This is an optimization exercise on Yosys and OpenROAD, whose aim is small area, a short achievable clock period and few clock cycles per item, not a production implementation. Only simulation tests tie the RTL to the original design; equivalence was not proved. Power figures rest on the tool's default switching activity, not on a simulated workload.

Setup of the baseline:
// alias_table_builder
module alias_table_builder #(
  parameter int ENTRIES       = 64,
  parameter int FRACTION_BITS = 24,
  parameter int DIV_K         = 2
) (
  input  wire logic              clk,
  input  wire logic              rst_n,
  input  wire logic              in_valid,
  output logic                   in_ready,
  input  wire logic [33:0]       in_data,
  output logic                   out_valid,
  input  wire logic              out_ready,
  output logic [101:0]           out_data
);
Size in the first run: ~28000 cells after synthesis, about 5900 flip-flops, roughly 140 I/O pins, ~330000 µm² of cells after synthesis.
export LEC_CHECK = 0
export ABC_CLOCK_PERIOD_IN_PS = 1000
export CAP_MARGIN = 20
export CORE_MARGIN = 2
export CORE_UTILIZATION = 40
export SETUP_SLACK_MARGIN = 4.0
export SLEW_MARGIN = 20
export TNS_END_PERCENT = 10
create_clock -name core_clock -period 8.0 [get_ports {clk}]
run.sh (not shown) runs the stock make flow with config.mk's settings and CLKGATE_MAP_FILE= SYNTH_SCRIPT=/design/flow/synth_recipe.tcl, a recipe that flattens the netlist after the stock synthesis.
Testbench counts of the baseline, summed over its fixed seeds: cycles 3,804, items 1,134.
Edits applied to the flow inputs when going from the baseline to the candidate:
--- a/flow/design.v
+++ b/flow/design.v
@@ -436,25 +436,25 @@
       o_act_nxt = !o_last_r;
       o_i_nxt   = o_inc;
     end
   end
   assign wm_ra = wm_ra_r;
   logic          o_adv;
   assign o_adv = o_act_r && (!out_valid_r || out_ready);
   state_t        state_nxt;
   always_comb begin
     state_nxt = state_r;
     unique case (state_r)
       S_LOAD:  if (accept && in_d.last_weight) state_nxt = S_WAIT;
-      S_WAIT:  if (!o_act_r || (o_adv && o_last_r)) state_nxt = S_PREP;
+      S_WAIT:  if (!o_act_r) state_nxt = S_PREP;
       S_PREP:  state_nxt = S_BUILD;
       S_BUILD: if (build_end) state_nxt = S_LOAD;
       default: state_nxt = S_LOAD;
     endcase
   end
   logic [NW-1:0] acc_inc;
   logic [AW-1:0] o_inc;
   logic          ir_aa, ir_an, ir_na, ir_nn, o_done_adv;
   assign acc_inc    = acc_r + NW'(1);
   assign o_inc      = o_i_r + AW'(1);
   assign o_done_adv = o_last_r;
   assign ir_nn = acc_r[NW-1] || !o_act_r || (acc_r < {1'b0, o_i_r});
Notes after the runs:
Endpoint arrival time on the critical path (lower): the baseline
Diff the baseline -> the candidate | non-clock buffer count | increase of 313
The final cycle utilization of the critical path number comes out lower for the baseline vs the candidate.
The candidate: highest clock rate 0.39% below the baseline
The lower sequential share of layout area of the baseline and the candidate is in the candidate.
Core utilization: the candidate higher than the baseline
Measured against each other, the baseline and the candidate differ in compound-cell area share of the yosys netlist, the lower figure coming from the baseline.
Per the comparison of the candidate with the baseline, first-iteration DRC count went down, global routing usage on met3 went down, fraction of cell area in non-clock buffers went up.
Testbench counts of the candidate, summed over its fixed seeds: cycles 3,818, items 1,134.

* * *

job 101:
alias_table_builder, a different RTL version from the one above (not shown whole).
Size in the first run: roughly 32000 cells after synthesis, ~6100 flip-flops, about 140 I/O pins, ~350000 µm² of cells after synthesis.
// alias_table_builder
module alias_table_builder #(
  parameter int ENTRIES       = 64,
  parameter int FRACTION_BITS = 24,
  parameter int DIV_K         = 2
) (
  input  wire logic              clk,
  input  wire logic              rst_n,
  input  wire logic              in_valid,
  output logic                   in_ready,
  input  wire logic [33:0]       in_data,
  output logic                   out_valid,
  input  wire logic              out_ready,
  output logic [101:0]           out_data
);
==> module atb_add, before the edit <==
module atb_add #(
  parameter int W = 8
) (
  input  wire logic [W-1:0] a,
  input  wire logic [W-1:0] b,
  input  wire logic         ci,
  output logic      [W-1:0] s,
  output logic              co
);
  logic [W-1:0] g, p, x;
  logic [W:0]   c;
  always_comb begin
    x = a ^ b;
    g = a & b;
    p = x;
    for (int d = 1; d < W; d = d * 2) begin
      for (int i = W - 1; i >= d; i--) begin
        g[i] = g[i] | (p[i] & g[i-d]);
        p[i] = p[i] & p[i-d];
      end
    end
    c[0] = ci;
    for (int i = 0; i < W; i++) begin
      c[i+1] = g[i] | (p[i] & ci);
    end
  end
  assign s  = x ^ c[W-1:0];
  assign co = c[W];
endmodule
Settings: LEC_CHECK=0, ABC_CLOCK_PERIOD_IN_PS=1000, CAP_MARGIN=20, CORE_MARGIN=2, CORE_UTILIZATION=40, SETUP_SLACK_MARGIN=3.0, SLEW_MARGIN=20, TNS_END_PERCENT=5; clock period 8.0 ns.
Testbench counts of job 101, summed over its fixed seeds: cycles 3,818, items 1,134.
Modified inputs, job 102 compared to job 101
--- a/flow/design.v
+++ b/flow/design.v
@@ -60,11 +60,13 @@
     x = a ^ b;
     g = a & b;
     p = x;
     for (int d = 1; d < W; d = d * 2) begin
-      for (int i = W - 1; i >= d; i--) begin
-        g[i] = g[i] | (p[i] & g[i-d]);
-        p[i] = p[i] & p[i-d];
+      for (int i = W - 1; i >= 0; i--) begin
+        if ((i / d) % 2 == 1) begin
+          g[i] = g[i] | (p[i] & g[(i / d) * d - 1]);
+          p[i] = p[i] & p[(i / d) * d - 1];
+        end
       end
     end
     c[0] = ci;
     for (int i = 0; i < W; i++) begin
==> results.txt <==
out_data_r[42] as the end point of the critical path was reported by job 101, and tot3_r[37] by job 102. Data required time at the worst endpoint sits lower in job 102 than in job 101. Lower wire length per cell goes to job 101 over job 102. Delta(die outline area, job 102 - job 101) < 0. Although job 102 finished all stages, its layout failed final checks on max-capacitance violations, max-slew violations. Job 102 ends up with a combinational fraction of design power that is 3.4 points lower than in job 101. Looking at XOR/XNOR share of the synthesized area, job 102 sits 0.37 points lower than job 101 does. In the metrics for job 101 and job 102, the one carrying the higher core region area is job 101. The total global-route track usage in job 102 was lower than what job 101 gave. Taking job 102 over job 101, the non-clock buffer count ratio works out to 1.12. Highest attainable clock frequency: lower on job 101. Changes observed in job 102 relative to job 101: minimum clock period went down; worst vdd rail ir drop went down; cell count along the critical path went up.
Testbench counts of job 102, summed over its fixed seeds: cycles 3,818, items 1,134.

## re-timing with driven ports
The results above use ideal ports. As a check the final layouts listed here were re-extracted and re-timed, cells and wires unchanged. Step 1, drivers: a clkbuf_16 drives clk and a buf_2 each remaining input, both assumed. Step 2 adds t to the input delays and takes it off the output delays; t is the mean of the earliest and latest rising clock arrival at the registers after step 1. Input paths then give back, and output paths get back, about the clock's delay inside the block. Slacks: ideal / step 1 / step 2; pairs: ideal / step 1.
run | shift t [ns] | setup slack, ns | worst hold slack (ns) | worst slew at a driven data input, ns
the baseline | 1.296 | 3.588 / 3.588 / 3.212 | 0.180 / 0.180 / 0.180 | 0.29
the candidate | 1.289 | 3.571 / 3.517 / 3.240 | 0.179 / 0.179 / 0.179 | 0.04
job 101 | 1.251 | 2.633 / 2.633 / 2.633 | 0.288 / 0.288 / 0.288 | 0.06
job 102 | 1.240 | 2.840 / 2.840 / 2.840 | 0.282 / 0.282 / 0.282 | 0.05
The setup slack of the baseline, which loses most, moves by 0.000 ns with the drivers and by -0.376 ns with both steps.
